Background: an optimization exercise with open tools, aiming at small area, a short achievable clock period and few clock cycles per item. Do not read the settings as production practice. Where RTL was checked, it was by simulation tests only, not by an equivalence proof against the original.

## the baseline
Design comp_mult_top, start of the top module:
module comp_mult_top
#(
    parameter logic [15:0] APB_BASE = '0   
) (
    input  logic        clk,
    input  logic        rst_n,
    input  logic [15:0] paddr,
    input  logic        pwrite,
    input  logic [15:0] pwdata,
    input  logic        psel,
    output logic        pready,
    output logic [15:0] prdata,
    output logic        pslverr,
    output logic        mem_ce,
    output logic        mem_we,
    output logic [15:0] mem_addr,
    output logic [7:0]  mem_wr_data,
    input  logic [7:0]  mem_rd_data
);
    logic [15:0] num;        
    logic        num_nz;     
    logic        busy;       
    logic        done;
    logic        rd_q;       
    logic        wr_op1, wr_op2, wr_res, wr_num, wr_start, wr_clr, acc_err, rd_state;
    cmul_apb_dec #(
        .APB_BASE (APB_BASE)
    ) i_apb_dec (
        .paddr    (paddr),
        .pwrite   (pwrite),
        .psel     (psel),
        .wd0      (pwdata[0]),
        .wr_op1   (wr_op1),
        .wr_op2   (wr_op2),
        .wr_res   (wr_res),
        .wr_num   (wr_num),
        .wr_start (wr_start),
        .wr_clr   (wr_clr),
        .err      (acc_err),
        .rd_state (rd_state)
    );
    logic [15:0] wdat;
    logic        w_op1, w_op2, w_res, w_num, w_clr;
    assign wdat  = pwdata;
    assign w_op1 = wr_op1;
    assign w_op2 = wr_op2;
    assign w_res = wr_res;
    assign w_num = wr_num;
    assign w_clr = wr_clr;
    logic go;
    assign go     = wr_start & ~busy & num_nz;
    assign pready = 1'b1;
    assign prdata = {15'd0, rd_q};
    always_ff @(posedge clk) begin
        rd_q <= rd_state ? busy : done;
    end
    logic [4:0]  jc;
    logic [9:0]  s;          
    logic        lastf;      
    logic        f0;         
    logic        fend;
    logic        fin;
    assign s[0] = ~jc[4] & ~jc[0];
    assign s[1] =  jc[0] & ~jc[1];
    assign s[2] =  jc[1] & ~jc[2];
    assign s[3] =  jc[2] & ~jc[3];
    assign s[4] =  jc[3] & ~jc[4];
    assign s[5] =  jc[4] &  jc[0];
    assign s[6] = ~jc[0] &  jc[1];
    assign s[7] = ~jc[1] &  jc[2];
    assign s[8] = ~jc[2] &  jc[3];
    assign s[9] = ~jc[3] &  jc[4];
    assign fend = lastf ? s[6] : s[9];
    assign fin  = busy & lastf & fend;
    logic       o_ce, o_we;
    logic       rd_n;
    logic [5:0] wb_n;
    logic       wr_n;
  ...
export LEC_CHECK = 0
export ABC_AREA = 1
export CAP_MARGIN = 20
export CORE_MARGIN = 2
export CORE_UTILIZATION = 40
export CTS_BUF_LIST = sky130_fd_sc_hd__clkbuf_16
export CTS_CLUSTER_DIAMETER = 150
export CTS_CLUSTER_SIZE = 24
export SETUP_SLACK_MARGIN = 4.0
export SLEW_MARGIN = 20
export SYNTH_HIERARCHICAL = 1
create_clock -name core_clock -period 6.5 [get_ports {clk}]
standard.sh (not shown) runs the stock make flow with config.mk's settings and CLKGATE_MAP_FILE= SYNTH_SCRIPT=/design/flow/synth_recipe.tcl, a recipe that flattens the netlist after the stock synthesis.
==> flow/flow/run.sh <==
#!/bin/bash
# standard layout, with plain buffers on the ports
set -euo pipefail
bash standard.sh BUFFER_PORTS_ARGS="-buffer_cell sky130_fd_sc_hd__buf_2" finish > standard.log 2>&1
No stage failed in the baseline, and the final checks on the layout all came back clean.
Here is what was changed in the inputs of the candidate compared with the baseline.
Settings: ABC_AREA removed (was 1).
==> comparison <==
The candidate ends up with lower final area than the baseline does.
No functional check of the RTL was part of any run of this note.


run A:
Another version of the RTL of comp_mult_top (not shown whole).
Size: about 1100 cells after synthesis, ~200 flip-flops, roughly 88 I/O pins, roughly 9800 µm² of cells after synthesis.
Settings: LEC_CHECK=0, ABC_AREA=1, CAP_MARGIN=20, CORE_MARGIN=2, CORE_UTILIZATION=40, CTS_BUF_LIST=sky130_fd_sc_hd__clkbuf_16, CTS_CLUSTER_DIAMETER=180, CTS_CLUSTER_SIZE=28, GPL_ROUTABILITY_DRIVEN=0, PLACE_DENSITY=0.7, SETUP_SLACK_MARGIN=3.95, SLEW_MARGIN=20; clock period 6.5 ns.
Scripts as last shown in full above: flow/flow/run.sh
Run A completed; timing, DRC and antenna clean
Testbench counts of run A, summed over its fixed seeds: cycles 22,748, items 2,070.
Input changes introduced in run B (baseline for comparison: run A):
- GPL_ROUTABILITY_DRIVEN: 0 -> unset
## What came out
Comparing run B against run A, there is no change at all in number of tap cells inserted.
Total wire length: run A vs run B identical
Between run B and run A, the data required time of the critical path figures differ only marginally.


The RTL this note starts from:
==> flow/design.v <==
`timescale 1ns/1ps
package cmul_types_pkg;
    localparam int ELEM_W    = 8;    
    localparam int RES_W     = 18;   
    localparam int RES_BYTES = 3;    
    localparam int ADDR_W    = 16;   
    localparam int REG_W     = 16;   
    typedef logic signed [ELEM_W-1:0] elem_t;       
    typedef logic signed [RES_W-1:0]  res_t;        
    typedef logic [ADDR_W-1:0]        addr_t;       
    typedef logic [REG_W-1:0]         reg_t;        
    typedef logic [2:0]               byte_cnt_t;   
endpackage
`timescale 1ns/1ps
package cmul_regmap_pkg;
    typedef enum logic [2:0] {
        OFS_OP1    = 3'd0,   
        OFS_OP2    = 3'd1,   
        OFS_RES    = 3'd2,   
        OFS_NUM_OP = 3'd3,   
        OFS_START  = 3'd4,   
        OFS_STATUS = 3'd5,   
        OFS_STATE  = 3'd6    
    } reg_offset_e;
    localparam int STS_DONE_BIT = 0;
    typedef enum logic [1:0] {
        ST_IDLE   = 2'd0,
        ST_RD_OPS = 2'd1,   
        ST_WORK   = 2'd2,   
        ST_WR_RES = 2'd3    
    } ctrl_state_e;
    localparam int OP_RD_BYTES  = 4;   
    localparam int RES_WR_BYTES = 6;   
    localparam int OP_STRIDE    = 2;   
    localparam int RES_STRIDE   = 6;   
endpackage
`timescale 1ns/1ps
module comp_mult_top
#(
    parameter logic [15:0] APB_BASE = '0   
) (
    input  logic        clk,
    input  logic        rst_n,
    input  logic [15:0] paddr,
    input  logic        pwrite,
    input  logic [15:0] pwdata,
    input  logic        psel,
    output logic        pready,
    output logic [15:0] prdata,
    output logic        pslverr,
    output logic        mem_ce,
    output logic        mem_we,
    output logic [15:0] mem_addr,
    output logic [7:0]  mem_wr_data,
    input  logic [7:0]  mem_rd_data
);
    logic [15:0] ofs_full;
    logic [2:0]  ofs;
    logic        in_range;
    logic        acc_ok;
    logic        wr_en;
    logic [15:0] num;        
    logic        num_ok;     
    logic        busy;       
    logic        done;
    logic        rd_q;       
    assign ofs_full = paddr - APB_BASE;
    assign in_range = (ofs_full[15:3] == 13'd0);
    assign ofs      = ofs_full[2:0];
    always_comb begin
        case (ofs)
            3'd0, 3'd1, 3'd2, 3'd3, 3'd4: acc_ok = pwrite;
            3'd5:                         acc_ok = 1'b1;
            3'd6:                         acc_ok = ~pwrite;
            default:                      acc_ok = 1'b0;
        endcase
    end
    assign wr_en = psel & pwrite & in_range & acc_ok;
    logic [15:0] wdat;
    logic        w_op1, w_op2, w_res, w_num, w_clr;
    always_ff @(posedge clk) begin
        wdat    <= pwdata;
        w_op1   <= wr_en & (ofs == 3'd0);
        w_op2   <= wr_en & (ofs == 3'd1);
        w_res   <= wr_en & (ofs == 3'd2);
        w_clr   <= wr_en & (ofs == 3'd5) & ~pwdata[0];
    end
    always_ff @(posedge clk or negedge rst_n) begin
        if (!rst_n)
            w_num <= 1'b0;
        else
            w_num <= wr_en & (ofs == 3'd3);
    end
    logic num_nz;
    logic go;
    assign num_nz = (num != 16'd0);
    assign go     = wr_en & (ofs == 3'd4) & pwdata[0] & ~busy
                  & (w_num ? (wdat != 16'd0) : (num_ok & num_nz));
    assign pready = 1'b1;
    assign prdata = {15'd0, rd_q};
    always_ff @(posedge clk) begin
        rd_q <= ofs[1] ? busy : (done & ~w_clr);
    end
    logic [4:0]  jc;
    logic [9:0]  s;          
    logic        lastf;      
    logic        f0;         
    logic        fend;
    logic        fin;
    assign s[0] = ~jc[4] & ~jc[0];
    assign s[1] =  jc[0] & ~jc[1];
    assign s[2] =  jc[1] & ~jc[2];
    assign s[3] =  jc[2] & ~jc[3];
    assign s[4] =  jc[3] & ~jc[4];
    assign s[5] =  jc[4] &  jc[0];
    assign s[6] = ~jc[0] &  jc[1];
    assign s[7] = ~jc[1] &  jc[2];
    assign s[8] = ~jc[2] &  jc[3];
    assign s[9] = ~jc[3] &  jc[4];
    assign fend = lastf ? s[6] : s[9];
    assign fin  = busy & lastf & fend;
    logic       o_ce, o_we;
    logic       rd_n;
    logic [5:0] wb_n;
    logic       wr_n;
    assign rd_n = go | (busy & ~lastf & (s[0] | s[1] | s[2] | (s[9] & num_nz)));
    assign wb_n = {6{busy}} & (lastf ? s[5:0] : ({6{~f0}} & s[8:3]));
    assign wr_n = |wb_n;
    always_ff @(posedge clk or negedge rst_n) begin
        if (!rst_n) begin
            o_ce <= 1'b0;
            o_we <= 1'b0;
        end else begin
            o_ce <= rd_n | wr_n;
            o_we <= wr_n;
        end
    end
    assign mem_ce = o_ce;
    assign mem_we = o_we;
    logic [15:0] cur_ptr, nx1_ptr, nx2_ptr;
    logic [15:0] nxt;
    logic        rot;
    assign nxt = cur_ptr + {15'd0, o_ce};
    assign rot = busy & ~lastf & (s[1] | s[3] | (s[9] & num_nz));
    assign mem_addr = cur_ptr;
    always_ff @(posedge clk) begin
        if (w_op1)
            cur_ptr <= wdat;
        else if (busy)
            cur_ptr <= rot ? nx1_ptr : nxt;
        if (w_op2)
            nx1_ptr <= wdat;
        else if (rot)
            nx1_ptr <= nx2_ptr;
        if (w_res)
            nx2_ptr <= wdat;
        else if (rot)
            nx2_ptr <= nxt;
        if (w_num)
            num <= wdat;
        else if (busy & ~lastf & s[3])
            num <= num - 16'd1;
    end
    always_ff @(posedge clk) begin
        if (go) begin
            jc    <= 5'd0;
            f0    <= 1'b1;
            lastf <= 1'b0;
        end else if (f0 & s[3]) begin
            jc    <= 5'b11111;                                      
        end else if (fend) begin
            jc    <= 5'd0;
            f0    <= 1'b0;
            lastf <= ~num_nz;
        end else begin
            jc    <= {jc[3:0], ~jc[4]};
        end
    end
    always_ff @(posedge clk or negedge rst_n) begin
        if (!rst_n) begin
            num_ok  <= 1'b0;
            busy    <= 1'b0;
            done    <= 1'b0;
            pslverr <= 1'b0;
        end else begin
            pslverr <= psel & ~(in_range & acc_ok);
            if (w_num)
                num_ok <= 1'b1;
            if (go)
                busy <= 1'b1;
            else if (fin)
                busy <= 1'b0;
            if (fin)
                done <= 1'b1;
            else if (w_clr)
                done <= 1'b0;
        end
    end
    logic signed [7:0]  opa;    
    logic signed [7:0]  opb;    
    logic signed [7:0]  opc;    
    logic signed [7:0]  opd;    
    logic signed [11:0] prod;   
    logic               p_hi;   
    logic signed [16:0] xr;     
    logic signed [16:0] yr;
    always_ff @(posedge clk) begin
        if (s[1]) opa <= mem_rd_data;
        if (s[2]) opb <= mem_rd_data;
        if (s[3]) opc <= mem_rd_data;
        if (s[4] | (f0 & s[5])) opd <= mem_rd_data;
    end
    logic [7:0] mcand;
    logic [1:0] bneg, bone, btwo;
    logic       acc_x, acc_y, acc_first;   
    logic       nx_d, nx_hi, nx_neg;
    logic [7:0] nx_src;
    logic [3:0] nx_nib;
    logic       nx_m1;
    logic [2:0] trip0, trip1;
    assign nx_d   = s[6] | s[7] | s[0] | s[1];
    assign nx_hi  = s[5] | s[7] | s[9] | s[1];
    assign nx_neg = s[0] | s[1];
    assign nx_src = (f0 & s[3]) ? mem_rd_data : (nx_d ? opd : opc);   
    assign nx_nib = nx_hi ? nx_src[7:4] : nx_src[3:0];
    assign nx_m1  = nx_hi & nx_src[3];
    assign trip0  = {nx_nib[1:0], nx_m1};
    assign trip1  = nx_nib[3:1];
    always_ff @(posedge clk) begin
        mcand     <= (s[4] | s[5] | s[0] | s[1] | (f0 & s[3])) ? opb : opa;
        bone[0]   <= trip0[1] ^ trip0[0];
        btwo[0]   <= (trip0[2] & ~trip0[1] & ~trip0[0]) | (~trip0[2] & trip0[1] & trip0[0]);
        bneg[0]   <= (trip0[2] & ~(trip0[1] & trip0[0])) ^ nx_neg;
        bone[1]   <= trip1[1] ^ trip1[0];
        btwo[1]   <= (trip1[2] & ~trip1[1] & ~trip1[0]) | (~trip1[2] & trip1[1] & trip1[0]);
        bneg[1]   <= (trip1[2] & ~(trip1[1] & trip1[0])) ^ nx_neg;
        p_hi      <= s[6] | s[8] | s[0] | s[2];
        acc_y     <= s[5] | s[6] | s[7] | s[8];                     
        acc_x     <= s[9] | s[0] | s[1] | s[2];                     
        acc_first <= s[5] | s[9];                                   
    end
    logic [8:0]  pm0, pm1, px0, px1;
    logic [11:0] row0, row1, row2;
    assign pm0  = bone[0] ? {mcand[7], mcand} : (btwo[0] ? {mcand, 1'b0} : 9'd0);
    assign pm1  = bone[1] ? {mcand[7], mcand} : (btwo[1] ? {mcand, 1'b0} : 9'd0);
    assign px0  = pm0 ^ {9{bneg[0]}};
    assign px1  = pm1 ^ {9{bneg[1]}};
    assign row0 = {{3{px0[8]}}, px0};
    assign row1 = {px1[8], px1, 1'b0, bneg[0]};
    assign row2 = {9'd0, bneg[1], 2'b00};
    logic signed [16:0] acc_in;
    logic signed [16:0] p_ext;
    logic signed [16:0] sum;
    assign acc_in = acc_first ? 17'sd0 : (acc_y ? yr : xr);
    assign p_ext  = p_hi ? {prod[11], prod, 4'd0} : {{5{prod[11]}}, prod};
    assign sum    = acc_in + p_ext;
    always_ff @(posedge clk) begin
        prod <= row0 + row1 + row2;
        if (acc_y) yr <= sum;
        if (acc_x) xr <= sum;
    end
    logic [7:0] wd_q;
    always_ff @(posedge clk) begin
        wd_q <= ({8{wb_n[0]}} & yr[7:0])
              | ({8{wb_n[1]}} & yr[15:8])
              | ({8{wb_n[2]}} & {6'd0, yr[16], yr[16]})
              | ({8{wb_n[3]}} & (lastf ? sum[7:0] : xr[7:0]))
              | ({8{wb_n[4]}} & xr[15:8])
              | ({8{wb_n[5]}} & {6'd0, xr[16], xr[16]});
    end
    assign mem_wr_data = wd_q;
endmodule
clock: 6.5 ns
lec_check: 0
cap_margin: 20
core_margin: 2
core_utilization: 40
cts_buf_list: sky130_fd_sc_hd__clkbuf_16
cts_cluster_diameter: 150
cts_cluster_size: 24
setup_slack_margin: 4.0
slew_margin: 20
Scripts as last shown in full above: flow/flow/run.sh
The first run produced a clean layout.
Change:
SETUP_SLACK_MARGIN = 4.15   (was 4.0)
What happened:
- The changed run completed without violations
- routed wire length came out higher by 2.5%
- worst hold slack degrades by 12 ps
- global-route usage barely changes
- final area rises by 3.9%
- critical path depth falls by 1
No functional check of the RTL was part of any run of this note.

==> afterwards: timing with drivers on the ports <==
In the flow no input, the clock included, has a driving cell. The finished layouts below were timed again as built, in two steps.
Step 1: set_driving_cell puts a clkbuf_16 on clk and a buf_2 on each other input, an assumption about the parent block.
Step 2, shift: input delay + t, output delay - t, t = (earliest + latest rising clock arrival at the registers) / 2. This alone moves slack from input paths to output paths.
Three values: ideal ports, drivers, drivers and shift; two values: the first two.
run | t, ns | setup slack, ns | hold WS [ns] | slew at the worst register clock pin (ns)
the baseline | 0.479 | 3.991 / 4.000 / 3.521 | 0.433 / 0.433 / 0.433 | 0.08 / 0.08
the candidate | 0.483 | 3.707 / 3.727 / 3.244 | 0.479 / 0.479 / 0.479 | 0.08 / 0.08
run A | 0.504 | 4.057 / 4.010 / 3.844 | 0.440 / 0.440 / 0.440 | 0.11 / 0.11
run B | 0.504 | 4.057 / 4.010 / 3.844 | 0.440 / 0.440 / 0.440 | 0.11 / 0.11
the first run of note 3 | 0.522 | 3.550 / 3.550 / 3.550 | 0.478 / 0.478 / 0.478 | 0.10 / 0.10
the second run of note 3 | 0.515 | 3.574 / 3.574 / 3.574 | 0.466 / 0.466 / 0.466 | 0.10 / 0.10
After both steps every run listed still meets setup and hold. The setup slack of the baseline, which loses most, moves by +0.009 ns with the drivers and by -0.470 ns with both steps.
